Context: an optimization exercise on an open-source flow, tuned for small area. The choices shown serve that exercise and are no tape-out recipe.
Function was checked by simulation only, so behaviour that the tests miss may differ from the original.
Power figures rest on the tool's default switching activity, not on a simulated workload. The clock port is modelled as an ideal driver; clocking choices that lean on that would not hold on a real chip.

## the baseline
==> flow/design.v <==
`timescale 1ns/1ps
`default_nettype none
module vexec_unit
(
   input  wire         clk,
   input  wire         reset,
   input  wire         opcode_vld,
   input  wire  [31:0] opcode0,
   input  wire  [31:0] opcode1,
   output logic        inst_buff_full,
   output logic        ls_req_vld,
   output logic        ls_req_access_type,
   output logic [31:0] ls_req_access_length,
   output logic [4:0]  ls_req_vec_reg_ptr,
   output logic [31:0] ls_req_addr,
   input  wire         load_store_busy
);
   logic [31:0] ring [16];
   logic [31:0] vec_len;
   logic [3:0]  cnt;
   logic        clr;
   logic        phase;
   logic        pend;
   logic [3:0]  pdst;
   logic        s_op0;
   logic        s_op1;
   logic        s_vl;
   logic        s_keep;
   logic [31:0] w;
   logic [7:0]  op;
   logic        is_ls;
   logic        is_mtc;
   logic        is_mfc;
   logic        is_mov;
   logic [3:0]  cnt_nx;
   logic        clr_nx;
   logic        match;
   logic        active;
   logic        done;
   logic        stay;
   logic        ld_vl;
   logic        n_op0;
   logic        n_op1;
   logic        n_vl;
   logic [31:0] rin;
   assign w      = phase ? opcode1 : opcode0;
   assign op     = w[31:24];
   assign is_ls  = (op == 8'd1) || (op == 8'd2);
   assign is_mtc = (op == 8'd3);
   assign is_mfc = (op == 8'd4);
   assign is_mov = (op == 8'd5);
   assign match  = (cnt == w[11:8]);
   assign active = opcode_vld && !clr;
   assign cnt_nx = cnt + 1'b1;
   assign clr_nx = clr && (cnt != 4'd15);
   always_comb begin
      if (pend) begin
         done = s_op0 || s_op1;
      end else if (is_ls) begin
         done = active && match && !load_store_busy;
      end else if (is_mtc) begin
         done = active && match;
      end else if (is_mfc) begin
         done = s_vl;
      end else begin
         done = active;
      end
   end
   assign ld_vl = active && !pend && is_mtc && match;
   assign stay  = active && !done;
   assign n_op0 = stay && pend && !phase && (cnt_nx == pdst);
   assign n_op1 = stay && pend &&  phase && (cnt_nx == pdst);
   assign n_vl  = stay && !pend && is_mfc && (cnt_nx == w[19:16]);
   assign rin = ({32{s_op0}}  & opcode0)
              | ({32{s_op1}}  & opcode1)
              | ({32{s_vl}}   & vec_len)
              | ({32{s_keep}} & ring[0]);
   assign inst_buff_full = !(phase && done);
   always_ff @(posedge clk) begin
      for (int i = 0; i < 15; i++) begin
         ring[i] <= ring[i+1];
      end
      ring[15] <= rin;
      if (ld_vl || clr) begin
         vec_len <= rin;
      end
      if (active && !pend && is_mov) begin
         pdst <= w[19:16];
      end
   end
   always_ff @(posedge clk or negedge reset) begin
      if (!reset) begin
         cnt    <= '0;
         clr    <= 1'b1;
         phase  <= 1'b0;
         pend   <= 1'b0;
         s_op0  <= 1'b0;
         s_op1  <= 1'b0;
         s_vl   <= 1'b0;
         s_keep <= 1'b0;
      end else begin
         cnt    <= cnt_nx;
         clr    <= clr_nx;
         s_op0  <= n_op0;
         s_op1  <= n_op1;
         s_vl   <= n_vl;
         s_keep <= !clr_nx && !n_op0 && !n_op1 && !n_vl;
         if (done) begin
            phase <= !phase;
         end
         if (active) begin
            if (pend) begin
               if (done) begin
                  pend <= 1'b0;
               end
            end else if (is_mov) begin
               pend <= 1'b1;
            end
         end
      end
   end
   assign ls_req_vld           = active && !pend && is_ls && match && !load_store_busy;
   assign ls_req_access_type   = w[25];
   assign ls_req_access_length = vec_len;
   assign ls_req_vec_reg_ptr   = w[20:16];
   assign ls_req_addr          = ring[0];
endmodule
`default_nettype wire
==> flow/config.mk <==
export PLATFORM = sky130hd
export DESIGN_NAME = vexec_unit
export DESIGN_NICKNAME = vexec_unit
export VERILOG_FILES = /design/flow/design.v
export SDC_FILE = /design/flow/constraint.sdc
export NUM_CORES = 4
export LEC_CHECK = 0
export CAP_MARGIN = 20
export CORE_MARGIN = 2
export CORE_UTILIZATION = 65
export SLEW_MARGIN = 20
==> flow/constraint.sdc <==
create_clock -name core_clock -period 5.0 [get_ports {clk}]
set_input_delay 1.0000 -clock core_clock [delete_from_list [all_inputs] [get_ports {clk}]]
set_output_delay 1.0000 -clock core_clock [all_outputs]
set_load 0.01 [all_outputs]
standard.sh (not shown) runs the stock make flow with config.mk's settings and CLKGATE_MAP_FILE= SYNTH_SCRIPT=/design/flow/synth_recipe.tcl, a recipe that flattens the netlist after the stock synthesis.
==> flow/flow/run.sh <==
#!/bin/bash
# Standard ORFS layout with two changes: ports are buffered with the
# smallest buffer, and CTS clusters more sinks per buffer without dummy loads.
set -euo pipefail
bash standard.sh \
  "BUFFER_PORTS_ARGS=-buffer_cell sky130_fd_sc_hd__buf_1" \
  "CTS_ARGS=-sink_clustering_enable -repair_clock_nets -dont_use_dummy_load -sink_clustering_size 23 -sink_clustering_max_diameter 50 -buf_list {sky130_fd_sc_hd__clkbuf_8}" \
  finish > standard_flow.log 2>&1
--- input diff the baseline..the candidate ---
diff --git a/flow/flow/run.sh b/flow/flow/run.sh
--- a/flow/flow/run.sh
+++ b/flow/flow/run.sh
@@ -7 +7 @@
-  "CTS_ARGS=-sink_clustering_enable -repair_clock_nets -dont_use_dummy_load -sink_clustering_size 23 -sink_clustering_max_diameter 50 -buf_list {sky130_fd_sc_hd__clkbuf_8}" \
+  "CTS_ARGS=-sink_clustering_enable -repair_clock_nets -dont_use_dummy_load -sink_clustering_size 20 -sink_clustering_max_diameter 60 -buf_list {sky130_fd_sc_hd__clkbuf_8}" \
Results
For the baseline and the candidate, there was not a single run that failed to finish clean.
Global-route wire length before repair of the candidate is on par with the baseline.
Detailed-route vias per instance (lower): the baseline
In the candidate, the share of the clock period used by the worst path after layout came out 0.49 points above the value in the baseline.

* * *

== v6 ==
vexec_unit, a different RTL version from the one above (not shown whole).
Settings: LEC_CHECK=0, CAP_MARGIN=20, CORE_MARGIN=2, CORE_UTILIZATION=65, SLEW_MARGIN=20; clock period 5.0 ns.
==> flow/flow/run.sh <==
#!/bin/bash
# Standard ORFS layout with two changes: ports are buffered with the
# smallest buffer, and CTS clusters more sinks per buffer without dummy loads.
set -euo pipefail
bash standard.sh \
  "BUFFER_PORTS_ARGS=-buffer_cell sky130_fd_sc_hd__buf_1" \
  "CTS_ARGS=-sink_clustering_enable -repair_clock_nets -dont_use_dummy_load -sink_clustering_size 17 -sink_clustering_max_diameter 50 -buf_list {sky130_fd_sc_hd__buf_6}" \
  finish > standard_flow.log 2>&1
Relative to v6, the following input files were edited for v7:
==> flow/flow/run.sh <==
#!/bin/bash
# Standard ORFS layout with two changes: ports are buffered with the
# smallest buffer, and CTS clusters more sinks per buffer without dummy loads.
set -euo pipefail
bash standard.sh \
  "BUFFER_PORTS_ARGS=-buffer_cell sky130_fd_sc_hd__buf_1" \
  "CTS_ARGS=-sink_clustering_enable -repair_clock_nets -dont_use_dummy_load -sink_clustering_size 20 -sink_clustering_max_diameter 40 -buf_list {sky130_fd_sc_hd__clkbuf_8}" \
  finish > standard_flow.log 2>&1
==> comparison <==
On total net switching power, v7 and v6 are neck and neck. From v6 to v7 the numbers moved as follows: non-clock buffer count flat; setup slack up 0.014 ns. v7: core utilization higher than v6. Total power, v7 vs v6: up by a few percent. v7 supports a higher top clock frequency than v6. v6 was smaller in final cell area than v7.

* * *

Another version of the RTL of vexec_unit (not shown whole).
Size in the first run: about 560 flip-flops, ~140 I/O pins, ~13,000 um2 of cells after synthesis.
make LEC_CHECK=0 CAP_MARGIN=20 CORE_MARGIN=2 CORE_UTILIZATION=40 CTS_BUF_LIST=sky130_fd_sc_hd__clkbuf_4 SLEW_MARGIN=20 finish   # period 5.0 ns
run.sh (not shown) runs the stock make flow with config.mk's settings and CLKGATE_MAP_FILE= SYNTH_SCRIPT=/design/flow/synth_recipe.tcl, a recipe that flattens the netlist after the stock synthesis.
Stock flow here: none of the scripts above is used.
The first run finished clean.
Then changed:
Settings changed: CORE_UTILIZATION 40 to 60, CTS_BUF_LIST sky130_fd_sc_hd__clkbuf_4 to sky130_fd_sc_hd__clkbuf_2 sky130_fd_sc_hd__clkbuf_4 sky130_fd_sc_hd__clkbuf_8.
What happened:
- The new run finished with timing, DRC and antenna clean
- routed wire length shrinks by 5.0%
- worst setup slack is better by 0.041 ns
- first-iteration DRC count shrinks by about 0.7%
- clock power went down by about 1%
- register-to-register slack gets worse by 0.25 ns
Then changed:
==> flow/flow/run.sh (new file) <==
#!/bin/bash
# Standard ORFS layout with two changes: ports are buffered with the
# smallest buffer, and CTS clusters more sinks per buffer without dummy loads.
set -euo pipefail
bash standard.sh \
  "BUFFER_PORTS_ARGS=-buffer_cell sky130_fd_sc_hd__buf_1" \
  "CTS_ARGS=-sink_clustering_enable -repair_clock_nets -dont_use_dummy_load -sink_clustering_size 30 -sink_clustering_max_diameter 80 -buf_list {sky130_fd_sc_hd__clkbuf_8 sky130_fd_sc_hd__clkbuf_16}" \
  finish > standard_flow.log 2>&1
==> flow/standard.sh (new file) <==
#!/bin/bash
# synth_recipe.tcl (not shown) runs the flow's synth.tcl, then flattens the netlist and writes it again
# the make line also repeats each setting of config.mk as NAME=value (left out here)
make -C /OpenROAD-flow-scripts/flow DESIGN_CONFIG=/design/flow/config.mk WORK_HOME=/design/flow/orfs CLKGATE_MAP_FILE= SYNTH_SCRIPT=/design/flow/synth_recipe.tcl "${@:-finish}"
Settings changed: CORE_UTILIZATION 60 to 65, CTS_BUF_LIST sky130_fd_sc_hd__clkbuf_2 sky130_fd_sc_hd__clkbuf_4 sky130_fd_sc_hd__clkbuf_8 to not set.
removed: flow/run.sh
The new run finished with timing, DRC and antenna clean.
Global-route usage barely changes.
Core utilization went down by 4.1 points.
Via count went down by 5.8%.
Sequential share of layout area went up by 9.7 points.
Die area went down by about 7.5%.
Critical path depth went down by 1.
Clock skew went up by 0.037 ns.

* * *

## lane 1
vexec_unit, a different RTL version from the one above (not shown whole).
For scale: roughly 590 flip-flops, ~140 I/O pins, about 0.014 mm² of cells after synthesis.
export LEC_CHECK = 0
export CAP_MARGIN = 20
export CORE_MARGIN = 2
export CORE_UTILIZATION = 40
export SLEW_MARGIN = 20
create_clock -name core_clock -period 5.0 [get_ports {clk}]
Stock flow here: none of the scripts above is used.
Lane 1: all stages complete, timing, DRC and antenna checks passed
### lane 1 -> lane 2
==> flow/flow/run.sh (new file) <==
#!/bin/bash
# Standard ORFS layout with two changes: ports are buffered with the
# smallest buffer, and CTS clusters more sinks per buffer without dummy loads.
set -euo pipefail
bash standard.sh \
  "BUFFER_PORTS_ARGS=-buffer_cell sky130_fd_sc_hd__buf_1" \
  "CTS_ARGS=-sink_clustering_enable -repair_clock_nets -dont_use_dummy_load -sink_clustering_size 30 -sink_clustering_max_diameter 80 -buf_list {sky130_fd_sc_hd__clkbuf_8 sky130_fd_sc_hd__clkbuf_16}" \
  finish > standard_flow.log 2>&1
==> flow/standard.sh (new file) <==
#!/bin/bash
# synth_recipe.tcl (not shown) runs the flow's synth.tcl, then flattens the netlist and writes it again
# the make line also repeats each setting of config.mk as NAME=value (left out here)
make -C /OpenROAD-flow-scripts/flow DESIGN_CONFIG=/design/flow/config.mk WORK_HOME=/design/flow/orfs CLKGATE_MAP_FILE= SYNTH_SCRIPT=/design/flow/synth_recipe.tcl "${@:-finish}"
diff --git a/flow/config.mk b/flow/config.mk
--- a/flow/config.mk
+++ b/flow/config.mk
@@ -8,4 +8,4 @@
 export CAP_MARGIN = 20
 export CORE_MARGIN = 2
-export CORE_UTILIZATION = 40
+export CORE_UTILIZATION = 65
 export SLEW_MARGIN = 20
removed: flow/run.sh
Lane 1: full flow OK, the timing, DRC and antenna checks passed
The flow did not stop early for lane 2: all stages ran, and the layout cleared the timing, DRC and antenna checks.
Delta (lane 2 minus lane 1): total wire length dropped about 7.5%, final period utilization fell 5.0 points, clock insertion delay at the later pin of the skew report fell by 50 ps, global routing met2 resource utilization picked up an extra 11 points.

* * *

vexec_unit, a different RTL version from the one above (not shown whole).
Size: about 560 flip-flops, about 0.013 mm^2 of cells after synthesis.
export LEC_CHECK = 0
export CAP_MARGIN = 20
export CORE_MARGIN = 2
export CORE_UTILIZATION = 65
export SLEW_MARGIN = 20
create_clock -name core_clock -period 5.0 [get_ports {clk}]
standard.sh (not shown) runs the stock make flow with config.mk's settings and CLKGATE_MAP_FILE= SYNTH_SCRIPT=/design/flow/synth_recipe.tcl, a recipe that flattens the netlist after the stock synthesis.
==> flow/flow/run.sh <==
#!/bin/bash
# Standard ORFS layout with two changes: ports are buffered with the
# smallest buffer, and CTS clusters more sinks per buffer without dummy loads.
set -euo pipefail
bash standard.sh \
  "BUFFER_PORTS_ARGS=-buffer_cell sky130_fd_sc_hd__buf_1" \
  "CTS_ARGS=-sink_clustering_enable -repair_clock_nets -dont_use_dummy_load -sink_clustering_size 20 -sink_clustering_max_diameter 60 -buf_list {sky130_fd_sc_hd__clkbuf_8}" \
  finish > standard_flow.log 2>&1
Change:
ABC_AREA = 1   (was unset)
=> Hold slack gets worse by 0.0080 ns; clock power is about the same; sequential share of layout area drops by 0.24 points; die area drops by 0.56%; global-route usage drops by 0.25 points; register-to-register slack gets better by 0.15 ns.
Change:
==> flow/flow/run.sh (replaced) <==
#!/bin/bash
# Standard ORFS layout with two changes: ports are buffered with the
# smallest buffer, and CTS clusters more sinks per buffer without dummy loads.
set -euo pipefail
bash standard.sh \
  "BUFFER_PORTS_ARGS=-buffer_cell sky130_fd_sc_hd__buf_1" \
  "CTS_ARGS=-sink_clustering_enable -repair_clock_nets -dont_use_dummy_load -sink_clustering_size 30 -sink_clustering_max_diameter 80 -buf_list {sky130_fd_sc_hd__clkbuf_8 sky130_fd_sc_hd__clkbuf_16}" \
  finish > standard_flow.log 2>&1
ABC_AREA = unset   (was 1)
=>
- worst setup slack got worse by 0.094 ns
- design area stays flat
- core utilization barely changes
- synthesized cell count went down by about 15%
- non-clock buffer count went down by 3
- routed wire length went up by about 2.8%
- final cell count went down by about 11%
- power went up by 3.7%
- synthesized area went up by about 0.6%

* * *

vexec_unit with an RTL version that a note above also has.
Size: ~560 flip-flops, roughly 140 I/O pins, about 13000 sq um of cells after synthesis.
Settings: LEC_CHECK=0, CAP_MARGIN=20, CORE_MARGIN=2, CORE_UTILIZATION=80, SLEW_MARGIN=20; clock period 5.0 ns.
==> flow/flow/run.sh <==
#!/bin/bash
# Standard ORFS layout with two changes: ports are buffered with the
# smallest buffer, and CTS clusters more sinks per buffer without dummy loads.
set -euo pipefail
bash standard.sh \
  "BUFFER_PORTS_ARGS=-buffer_cell sky130_fd_sc_hd__buf_1" \
  "CTS_ARGS=-sink_clustering_enable -repair_clock_nets -dont_use_dummy_load -sink_clustering_size 20 -sink_clustering_max_diameter 60 -buf_list {sky130_fd_sc_hd__clkbuf_8}" \
  finish > standard_flow.log 2>&1
The first run went through all stages and came out clean.
Then changed:
==> flow/flow/run.sh (replaced) <==
#!/bin/bash
# Standard ORFS layout with two changes: ports are buffered with the
# smallest buffer, and CTS clusters more sinks per buffer without dummy loads.
set -euo pipefail
bash standard.sh \
  "BUFFER_PORTS_ARGS=-buffer_cell sky130_fd_sc_hd__buf_1" \
  "CTS_ARGS=-sink_clustering_enable -repair_clock_nets -dont_use_dummy_load -sink_clustering_size 40 -sink_clustering_max_diameter 60 -buf_list {sky130_fd_sc_hd__clkbuf_16}" \
  finish > standard_flow.log 2>&1
CORE_UTILIZATION = 65   (was 80)
Total power grows by a few percent; clock skew goes up by 0.024 ns; combinational power fell by a few percent.
Then changed:
==> flow/flow/run.sh (replaced) <==
#!/bin/bash
# Standard ORFS layout with two changes: ports are buffered with the
# smallest buffer, and CTS clusters more sinks per buffer without dummy loads.
set -euo pipefail
bash standard.sh \
  "BUFFER_PORTS_ARGS=-buffer_cell sky130_fd_sc_hd__buf_1" \
  "CTS_ARGS=-sink_clustering_enable -repair_clock_nets -dont_use_dummy_load -sink_clustering_size 18 -sink_clustering_max_diameter 60 -buf_list {sky130_fd_sc_hd__buf_6}" \
  finish > standard_flow.log 2>&1
The changed run ran to the end with no violations.
Maximum frequency hardly moves.
Critical path depth does not change.
Worst setup slack stays flat.
Via count rises by 1.0%.
Total power falls by about 2.7%.
Hold slack loses 0.025 ns.
Combinational power is about the same.
Design area falls by 0.94%.
Then changed:
==> flow/flow/run.sh (replaced) <==
#!/bin/bash
# Standard ORFS layout with two changes: ports are buffered with the
# smallest buffer, and CTS clusters more sinks per buffer without dummy loads.
set -euo pipefail
bash standard.sh \
  "BUFFER_PORTS_ARGS=-buffer_cell sky130_fd_sc_hd__buf_1" \
  "CTS_ARGS=-sink_clustering_enable -repair_clock_nets -dont_use_dummy_load -sink_clustering_size 20 -sink_clustering_max_diameter 60 -buf_list {sky130_fd_sc_hd__clkbuf_8}" \
  finish > standard_flow.log 2>&1
- clock-buffer cell count falls by 6
- cell area barely changes
- synthesized area stays the same
- setup slack improves by 0.0056 ns
- wire length barely changes

==> static timing again, ports no longer ideal <==
In the flow no input, the clock included, has a driving cell. The finished layouts below were timed again as built, in two steps.
Step 1, drivers: a clkbuf_16 drives clk and a buf_2 each remaining input, both assumed.
Step 2 times the ports against the registers' clock, not the clock port: input delays grow and output delays shrink by t, the midpoint of the rising clock arrivals with the driver on.
Three values: ideal ports, drivers, drivers and shift; two values: the first two.
run	t (ns)	setup WS [ns]	clock arrival spread, ns	worst register clock-pin slew, ns	worst data-port slew with drivers (ns)
the baseline	0.557	0.923 / 0.883 / 1.058	0.058 / 0.058	0.12 / 0.12	0.06
the candidate	0.564	0.899 / 0.860 / 1.051	0.055 / 0.055	0.11 / 0.11	0.07
v6	0.502	0.868 / 0.847 / 0.847	0.055 / 0.055	0.11 / 0.11	0.05
v7	0.581	0.882 / 0.861 / 0.861	0.076 / 0.076	0.11 / 0.11	0.05
the first run of note 3	0.777	0.075 / 0.050 / 0.050	0.042 / 0.042	0.07 / 0.07	0.08
the second run of note 3	0.607	0.116 / 0.095 / 0.095	0.020 / 0.020	0.07 / 0.07	0.06
the third run of note 3	0.560	0.174 / 0.128 / 0.353	0.057 / 0.057	0.11 / 0.11	0.06
lane 1	0.617	0.152 / 0.132 / 0.132	0.016 / 0.017	0.06 / 0.06	0.07
lane 2	0.574	0.402 / 0.353 / 0.504	0.018 / 0.018	0.11 / 0.11	0.04
the first run of note 5	0.571	0.524 / 0.480 / 0.851	0.038 / 0.039	0.11 / 0.11	0.05
the second run of note 5	0.559	0.618 / 0.575 / 1.099	0.055 / 0.056	0.11 / 0.11	0.06
the third run of note 5	0.558	0.524 / 0.478 / 0.865	0.044 / 0.045	0.11 / 0.11	0.05
the first run of note 6	0.611	0.850 / 0.820 / 0.820	0.029 / 0.029	0.12 / 0.12	0.06
the second run of note 6	0.567	0.873 / 0.853 / 0.853	0.056 / 0.055	0.12 / 0.12	0.05
the third run of note 6	0.496	0.872 / 0.851 / 0.851	0.075 / 0.075	0.12 / 0.12	0.05
the fourth run of note 6	0.627	0.877 / 0.857 / 0.857	0.040 / 0.039	0.12 / 0.12	0.05
After both steps every run listed still meets setup and hold. The setup slack of the first run of note 6, which loses most, moves by -0.030 ns with the drivers and by -0.030 ns with both steps.
